Background: an optimization exercise with open tools, aiming at small area, a short achievable clock period and few clock cycles per item. Do not read the settings as production practice.
The RTL was checked by simulation tests, not by an equivalence proof against the original design.
Power figures rest on the tool's default switching activity, not on a simulated workload.

## config.mk

```make
export PLATFORM = sky130hd
export DESIGN_NAME = matrix_multiplier
export DESIGN_NICKNAME = matrix_multiplier
export VERILOG_FILES = /design/flow/design.v
export SDC_FILE = /design/flow/constraint.sdc
export NUM_CORES = 4
export LEC_CHECK = 0
export CAP_MARGIN = 20
export CORE_MARGIN = 2
export CORE_UTILIZATION = 40
export SLEW_MARGIN = 20
```

## constraint.sdc

```tcl
create_clock -name core_clock -period 12.5 [get_ports {clk}]
set_input_delay 2.5000 -clock core_clock [delete_from_list [all_inputs] [get_ports {clk}]]
set_output_delay 2.5000 -clock core_clock [all_outputs]
set_load 0.01 [all_outputs]
```

## design.v

```verilog
package mm_pkg;
    typedef logic [9-1:0] elem_t;
    typedef logic [3-1:0] dim_t;
    typedef logic [$clog2(25)-1:0] idx_t;
    typedef logic [25-1:0][9-1:0] grid_t;
endpackage
`timescale 1ns/10ps
module matrix_pack (
    input  logic          clk,
    input  logic          reset_n,
    input  logic          load,
    input  mm_pkg::dim_t  r,
    input  mm_pkg::dim_t  c,
    input  mm_pkg::grid_t data_in,
    output mm_pkg::grid_t grid
);
    mm_pkg::grid_t grid_next;
    logic [25*9-1:0] data_flat;
    logic [25*9-1:0] next_flat;
    assign data_flat = data_in;
    assign grid_next = next_flat;
    always_comb begin
        next_flat = '0;
        for (int cc = 1; cc <= 5; cc++) begin
            if (int'(c) == cc) begin
                for (int row = 0; row < 5; row++) begin
                    for (int col = 0; col < cc; col++) begin
                        if (row < int'(r)) begin
                            next_flat[(row * 5 + col) * 9 +: 9] =
                                data_flat[(row * cc + col) * 9 +: 9];
                        end
                    end
                end
            end
        end
    end
    always_ff @(posedge clk or negedge reset_n) begin
        if (!reset_n) begin
            grid <= '0;
        end else if (load) begin
            grid <= grid_next;
        end
    end
endmodule
`timescale 1ns/10ps
module mm_sequencer (
    input  logic         clk,
    input  logic         reset_n,
    input  logic         en,
    input  mm_pkg::dim_t r1,
    input  mm_pkg::dim_t c1,
    input  mm_pkg::dim_t r2,
    input  mm_pkg::dim_t c2,
    output logic         load,
    output mm_pkg::dim_t row_idx,
    output mm_pkg::dim_t col_idx,
    output logic         wr_en,
    output mm_pkg::idx_t wr_idx,
    output logic         store,
    output logic         clear,
    output mm_pkg::dim_t r_out,
    output mm_pkg::dim_t c_out,
    output logic         busy,
    output logic         is_valid,
    output logic         done
);
    typedef enum logic [2:0] {
        ST_IDLE,
        ST_LOAD,
        ST_CHECK,
        ST_COMPUTE,
        ST_FINISH,
        ST_HOLD,
        ST_MISMATCH
    } state_t;
    localparam mm_pkg::idx_t LAST_IDX = mm_pkg::idx_t'(25 - 1);
    state_t       state;
    mm_pkg::idx_t cnt;
    assign load    = (state == ST_LOAD);
    assign wr_en   = (state == ST_COMPUTE);
    assign store   = (state == ST_FINISH);
    assign wr_idx  = cnt;
    assign row_idx = mm_pkg::dim_t'(cnt / 5);
    assign col_idx = mm_pkg::dim_t'(cnt % 5);
    always_ff @(posedge clk or negedge reset_n) begin
        if (!reset_n) begin
            state    <= ST_IDLE;
            cnt      <= '0;
            clear    <= 1'b0;
            r_out    <= '0;
            c_out    <= '0;
            busy     <= 1'b0;
            is_valid <= 1'b1;
            done     <= 1'b0;
        end else begin
            clear <= 1'b0;
            if (!en) begin
                clear    <= (state != ST_IDLE);
                state    <= ST_IDLE;
                cnt      <= '0;
                r_out    <= '0;
                c_out    <= '0;
                busy     <= 1'b0;
                is_valid <= 1'b1;
                done     <= 1'b0;
            end else begin
                case (state)
                    ST_IDLE: begin
                        busy  <= 1'b1;
                        state <= ST_LOAD;
                    end
                    ST_LOAD: state <= ST_CHECK;
                    ST_CHECK: begin
                        if (c1 == r2) begin
                            r_out <= r1;
                            c_out <= c2;
                            cnt   <= '0;
                            state <= ST_COMPUTE;
                        end else begin
                            busy     <= 1'b0;
                            is_valid <= 1'b0;
                            state    <= ST_MISMATCH;
                        end
                    end
                    ST_COMPUTE: begin
                        if (cnt == LAST_IDX) begin
                            cnt   <= '0;
                            state <= ST_FINISH;
                        end else begin
                            cnt <= cnt + 1'b1;
                        end
                    end
                    ST_FINISH: begin
                        done  <= 1'b1;
                        busy  <= 1'b0;
                        state <= ST_HOLD;
                    end
                    default: state <= state;
                endcase
            end
        end
    end
endmodule
`timescale 1ns/10ps
module dot_product_unit (
    input  mm_pkg::grid_t a_grid,
    input  mm_pkg::grid_t b_grid,
    input  mm_pkg::dim_t  row_idx,
    input  mm_pkg::dim_t  col_idx,
    output mm_pkg::elem_t sum
);
    mm_pkg::elem_t a_row [5];
    mm_pkg::elem_t b_col [5];
    mm_pkg::elem_t prod  [5];
    logic [25*9-1:0] a_flat;
    logic [25*9-1:0] b_flat;
    assign a_flat = a_grid;
    assign b_flat = b_grid;
    always_comb begin
        for (int i = 0; i < 5; i++) begin
            a_row[i] = '0;
            b_col[i] = '0;
            for (int k = 0; k < 5; k++) begin
                if (int'(row_idx) == k) begin
                    a_row[i] = a_flat[(k * 5 + i) * 9 +: 9];
                end
                if (int'(col_idx) == k) begin
                    b_col[i] = b_flat[(i * 5 + k) * 9 +: 9];
                end
            end
            prod[i]  = a_row[i] * b_col[i];
        end
    end
    always_comb begin
        sum = '0;
        for (int i = 0; i < 5; i++) begin
            sum = sum + prod[i];
        end
    end
endmodule
`timescale 1ns/10ps
module result_buffer (
    input  logic          clk,
    input  logic          reset_n,
    input  logic          wr_en,
    input  mm_pkg::idx_t  wr_idx,
    input  mm_pkg::elem_t wr_data,
    input  logic          clear,
    output mm_pkg::grid_t grid
);
    logic [25*9-1:0] grid_flat;
    assign grid = grid_flat;
    always_ff @(posedge clk or negedge reset_n) begin
        if (!reset_n) begin
            grid_flat <= '0;
        end else if (clear) begin
            grid_flat <= '0;
        end else if (wr_en) begin
            for (int i = 0; i < 25; i++) begin
                if (int'(wr_idx) == i) begin
                    grid_flat[i * 9 +: 9] <= wr_data;
                end
            end
        end
    end
endmodule
`timescale 1ns/10ps
module matrix_unpack (
    input  logic          clk,
    input  logic          reset_n,
    input  logic          store,
    input  logic          clear,
    input  mm_pkg::dim_t  r,
    input  mm_pkg::dim_t  c,
    input  mm_pkg::grid_t grid,
    output mm_pkg::grid_t data_out
);
    mm_pkg::grid_t dense;
    logic [25*9-1:0] grid_flat;
    logic [25*9-1:0] dense_flat;
    assign grid_flat = grid;
    assign dense     = dense_flat;
    always_comb begin
        dense_flat = '0;
        for (int cc = 1; cc <= 5; cc++) begin
            if (int'(c) == cc) begin
                for (int row = 0; row < 5; row++) begin
                    for (int col = 0; col < cc; col++) begin
                        if (row < int'(r)) begin
                            dense_flat[(row * cc + col) * 9 +: 9] =
                                grid_flat[(row * 5 + col) * 9 +: 9];
                        end
                    end
                end
            end
        end
    end
    always_ff @(posedge clk or negedge reset_n) begin
        if (!reset_n) begin
            data_out <= '0;
        end else if (clear) begin
            data_out <= '0;
        end else if (store) begin
            data_out <= dense;
        end
    end
endmodule
`timescale 1ns/10ps
module matrix_multiplier (
    input  logic          clk,
    input  logic          reset_n,
    input  logic          en,
    input  mm_pkg::dim_t  r1,
    input  mm_pkg::dim_t  c1,
    input  mm_pkg::grid_t a_data,
    input  mm_pkg::dim_t  r2,
    input  mm_pkg::dim_t  c2,
    input  mm_pkg::grid_t b_data,
    output logic          busy,
    output logic          is_valid,
    output logic          done,
    output mm_pkg::dim_t  r_out,
    output mm_pkg::dim_t  c_out,
    output mm_pkg::grid_t data_out
);
    logic          load;
    logic          wr_en;
    logic          store;
    logic          clear;
    mm_pkg::dim_t  row_idx;
    mm_pkg::dim_t  col_idx;
    mm_pkg::idx_t  wr_idx;
    mm_pkg::elem_t sum;
    mm_pkg::grid_t a_grid;
    mm_pkg::grid_t b_grid;
    mm_pkg::grid_t result_grid;
    matrix_pack u_pack_a (
        .clk     (clk),
        .reset_n (reset_n),
        .load    (load),
        .r       (r1),
        .c       (c1),
        .data_in (a_data),
        .grid    (a_grid)
    );
    matrix_pack u_pack_b (
        .clk     (clk),
        .reset_n (reset_n),
        .load    (load),
        .r       (r2),
        .c       (c2),
        .data_in (b_data),
        .grid    (b_grid)
    );
    mm_sequencer u_sequencer (
        .clk      (clk),
        .reset_n  (reset_n),
        .en       (en),
        .r1       (r1),
        .c1       (c1),
        .r2       (r2),
        .c2       (c2),
        .load     (load),
        .row_idx  (row_idx),
        .col_idx  (col_idx),
        .wr_en    (wr_en),
        .wr_idx   (wr_idx),
        .store    (store),
        .clear    (clear),
        .r_out    (r_out),
        .c_out    (c_out),
        .busy     (busy),
        .is_valid (is_valid),
        .done     (done)
    );
    dot_product_unit u_dot (
        .a_grid  (a_grid),
        .b_grid  (b_grid),
        .row_idx (row_idx),
        .col_idx (col_idx),
        .sum     (sum)
    );
    result_buffer u_buffer (
        .clk     (clk),
        .reset_n (reset_n),
        .wr_en   (wr_en),
        .wr_idx  (wr_idx),
        .wr_data (sum),
        .clear   (clear),
        .grid    (result_grid)
    );
    matrix_unpack u_unpack (
        .clk      (clk),
        .reset_n  (reset_n),
        .store    (store),
        .clear    (clear),
        .r        (r_out),
        .c        (c_out),
        .grid     (result_grid),
        .data_out (data_out)
    );
endmodule
```

## run.sh

```bash
#!/bin/bash
# synth_recipe.tcl (not shown) runs the flow's synth.tcl, then flattens the netlist and writes it again
# the make line also repeats each setting of config.mk as NAME=value (left out here)
make -C /OpenROAD-flow-scripts/flow DESIGN_CONFIG=/design/flow/config.mk WORK_HOME=/design/flow/orfs CLKGATE_MAP_FILE= SYNTH_SCRIPT=/design/flow/synth_recipe.tcl finish
```

==> impl_metrics.py <==
metrics = {
    "critical_path": {
        "path_max_fanout": 16,
        "critPathTopFamily": "adder cells",
        "crit_top_cell": "fa_1",
        "crit_type": "reg -> reg",
        "critPathArrivalTime_ns": 12.80,
        "end_kind": "flop",
        "worstPathBufferInverterCount": 9,
        "max_stage_delay_ns": 0.54,
        "r2r_start": "u_sequencer.cnt[2]",
        "crit_required_ns": 13.15,
        "crit_start": "u_sequencer.cnt[2]",
        "start_kind": "flop",
        "critPathSlowestCell": "fa_1",
    },
    "placed_design": {
        "post-place-cells": 8208,
        "io_buffers": 698,
        "post-dp-hpwl_mm": 199,
        "dpl_worst_slack_ns": 0.00862,
        "place_area_um2": 63100,
        "routabilityCongestion": 1.02,
    },
    "clocking": {
        "clk_path_buf_depth": 3,
        "htreeDepth": 3,
        "cts_made_buffers": 102,
        "insertion_delay_ns": 0.76,
        "cts_sinks": 918,
        "clk_pin_slew_worst_paths_ns": 0.06,
        "cts_tree": "yes",
        "clockRootBuffer": "clkbuf_16",
    },
    "sta": {
        "skew_ns": 0.0402,
        "hold_ws_ns": 0.473,
        "hold_viol": 0,
        "max-slew-margin-rel": 0.209,
        "finalCritPeriodShare": 0.973,
        "fin_setup_tns_ns": 0,
        "max_freq_mhz": 82.3,
        "worst_pin_slew_ns": 1.18,
        "finalWorstSetupSlack_ns": 0.343,
        "setup_violations": 0,
        "drv_slew": 0,
        "finalCriticalPeriod_ns": 12.16,
    },
    "synth": {
        "syn_area_per_cell_um2": 8.95,
        "synth-simple-area-share": 0.160,
        "ys_seq_area_frac": 0.427,
        "synth_top_family_by_area": "compound AO/OA/AOI/OAI gates",
        "synth-compound-area-share": 0.246,
        "synth.distinct_cells": 103,
        "netlist_area_um2": 53800,
        "yosys_most_used_dff": "dfrtp_1",
        "synth-warning-count": 8,
        "synth_fp_nets": 6702,
        "syn-instance-count": 6015,
        "async_flop_share": 1.00,
        "synth_area_leaders": "dfrtp_1 43%, nand2_1 6.5%, fa_1 4.6%, o21ai_0 4.6%, nor2_1 4.4%",
        "synth_edf_count": 0,
        "synthMuxAreaShare": 0.0297,
        "yosys.area.top_type": "dfrtp_1",
        "synth_fa_ha_area_frac": 0.0692,
        "ys_seq_elements": 918,
        "synth_top_area_share": 0.426,
        "synthXorXnorAreaFrac": 0.0170,
    },
    "detailed_routing": {
        "vias": 53800,
        "antenna_left": 0,
        "first_pass_iters": 14,
        "drt_iter0_markers": 8345,
        "drt_wl_total_mm": 264,
        "wire_per_inst_um": 31.3,
        "drc": 0,
        "via_per_inst": 6.38,
    },
    "floorplan": {
        "die_height_um": 371,
        "dieArea_um2": 138000,
        "ioPinCount": 699,
        "die_w_um": 371,
        "num_rows": 134,
        "coreArea_um2": 133000,
        "initial_core_util": 0.403,
    },
    "power_and_ir_drop": {
        "cellLeakagePower_nw": 28.2,
        "p_total_mw": 14.3,
        "peakVddDrop_mv": 0.938,
        "p_per_area_nw_per_um2": 214,
    },
    "finish": {
        "syn2layout_area_growth_pct": 24.8,
        "n_fill_cell": 12600,
        "fin_area_um2": 67200,
        "drive_gt1_frac": 0.0951,
        "regArea_um2": 23000,
        "post-route-util": 0.503,
        "nets": 7263,
        "multiInputGateArea_um2": 28600,
        "layoutNonFillerInstCount": 8429,
    },
    "global_route": {
        "grt_max_degree": 157,
        "grt_pass1_wl_mm": 375,
        "grt_antenna_before_repair": 13,
        "overflow": 0,
        "grt_pass1_vias": 51200,
        "track_usage": 0.374,
    },
    "worst_hold_path": {
        "hp-start": "u_unpack.data_out[87]",
        "hold_path_class": "reg -> reg",
    },
    "outcome": {
        "status": "no timing/DRC/antenna violations",
    },
    "flow_run": {
        "cap_violations": 0,
    },
}
cell families after synthesis:
family / Yosys count
compound gates: 1895
xor+xnor: 84
fa+ha+maj: 223
buf+inv: 693
flops: 918
mux: 152
simple gates: 2050
worst min-delay path, delay by kind of cell, from the launching register on:
kind / cells / cell delay [ns]
AOI/OAI and AO/OA: 1 / 0.05
and+or+nand+nor: 1 / 0.04
DFF: 1 / 0.34
synthesized netlist by cell type, types with 21 or more instances:
| library cell | count |
|---|---|
| a31oi_1 | 117 |
| nor3_1 | 44 |
| clkbuf_1 | 417 |
| o21ai_0 | 494 |
| ha_1 | 97 |
| a221oi_1 | 178 |
| o221ai_1 | 29 |
| mux2_2 | 27 |
| or2_2 | 34 |
| mux2i_1 | 119 |
| a221o_1 | 24 |
| a22o_1 | 181 |
| xnor2_1 | 55 |
| o22ai_1 | 65 |
| a21oi_1 | 280 |
| a22oi_1 | 185 |
| o211ai_1 | 22 |
| inv_1 | 181 |
| and3_1 | 29 |
| buf_1 | 45 |
| and2_1 | 22 |
| nor2b_1 | 37 |
| a211oi_1 | 23 |
| dfrtp_1 | 917 |
| a32oi_1 | 24 |
| nor2_1 | 635 |
| nand3_1 | 235 |
| a222oi_1 | 101 |
| nand2_1 | 936 |
| nand2b_1 | 29 |
| o31ai_2 | 21 |
| fa_1 | 125 |
cell type report:
class	instances	share of cell area
Clock buffer	145	0.0439
Multi-Input combinational cell	4404	0.425
Clock inverter	39	0.00844
Timing Repair Buffer	964	0.137
Sequential cell	918	0.342
Tap cell	1768	0.0329
Antenna cell	5	0.000186
Inverter	186	0.0104
layer usage:
layer | routed length, um | up-vias | share of wire | global-route usage
met5 | 115 | - | 0.00044 | 0
met4 | 14900 | 16 | 0.056 | 0.168
met3 | 27400 | 688 | 0.10 | 0.0807
met2 | 117000 | 3528 | 0.44 | 0.571
met1 | 105000 | 26600 | 0.40 | 0.508
li1 | - | 22900 | - | -
final timing paths:
check                                               end  slack, ns  cells after the start
worst max-delay path            u_buffer.grid_flat[179]       0.34                     46
worst min-delay path              u_unpack.data_out[87]       0.47                      2
worst max register to register  u_buffer.grid_flat[179]       0.34                     46
worst min register to register    u_unpack.data_out[87]       0.47                      2
max in group asynchronous        u_unpack.data_out[137]       8.53                      3
min in group asynchronous         u_unpack.data_out[42]       1.73                      1
flip-flops by register name (all words and copies together) (netlist names):
name                  cells
u_pack_b.grid           225
u_sequencer.state         3
u_sequencer.clear         1
u_sequencer.cnt           5
u_pack_a.grid           225
u_sequencer.done          1
u_sequencer.c_out         3
u_sequencer.busy          1
u_unpack.data_out       225
u_sequencer.r_out         3
u_sequencer.is_valid      1
u_buffer.grid_flat      225
cell usage in the layout (no fill, tap or decap), types with 28 or more instances in the layout:
| master | n |
|---|---|
| inv_1 | 179 |
| nor3_1 | 34 |
| nand3_1 | 234 |
| or2_2 | 34 |
| nand2b_1 | 28 |
| fa_1 | 123 |
| dfrtp_1 | 911 |
| clkbuf_16 | 105 |
| o221ai_1 | 28 |
| a222oi_1 | 101 |
| a31oi_1 | 116 |
| o21ai_0 | 489 |
| o22ai_1 | 64 |
| a221oi_1 | 176 |
| nor2_1 | 619 |
| a22oi_1 | 185 |
| and3_1 | 28 |
| ha_1 | 95 |
| a22o_1 | 181 |
| nor2b_1 | 33 |
| xnor2_1 | 54 |
| buf_4 | 248 |
| clkdlybuf4s50_1 | 693 |
| a21oi_1 | 276 |
| mux2i_1 | 118 |
| nand2_1 | 933 |
repair_timing:
item | in CTS | in global routing
resized for setup | 1 | 48
cloned | 0 | 2
hold buffers | 0 | 0
endpoints found under the setup margin | 6 | 25
pin swaps | 0 | 27
buffers inserted | 0 | 30
power by group:
| part | total [mW] | internal [mW] | switching [mW] |
|---|---|---|---|
| logic | 7.01 | 2.38 | 4.63 |
| clock network | 3.21 | 1.85 | 1.35 |
| registers | 4.12 | 3.47 | 0.657 |
Testbench counts, summed over its fixed seeds: cycles 14,392, items 480.

==> what the ideal ports hide <==
No port has a modelled driver above. Below, the same layout with a new extraction and two added sets of constraints. Step 1 sets driving cells, clkbuf_16 on the clock port and buf_2 on the other inputs (assumed; they add their load-dependent delay and slew). Step 2 times the ports against the registers' clock, not the clock port: input delays grow and output delays shrink by t, the midpoint of the rising clock arrivals with the driver on. Slacks: ideal / step 1 / step 2; pairs: ideal / step 1.
shift t [ns]: 0.807
setup WS [ns]: 0.343 / 0.343 / 0.343
worst setup path at the end: register to register
slew at the worst register clock pin (ns): 0.07 / 0.07
worst slew at a driven data input, ns: 0.10
After both steps setup and hold are still met in this run. The setup slack of this run moves by 0.000 ns with the drivers and by 0.000 ns with both steps.
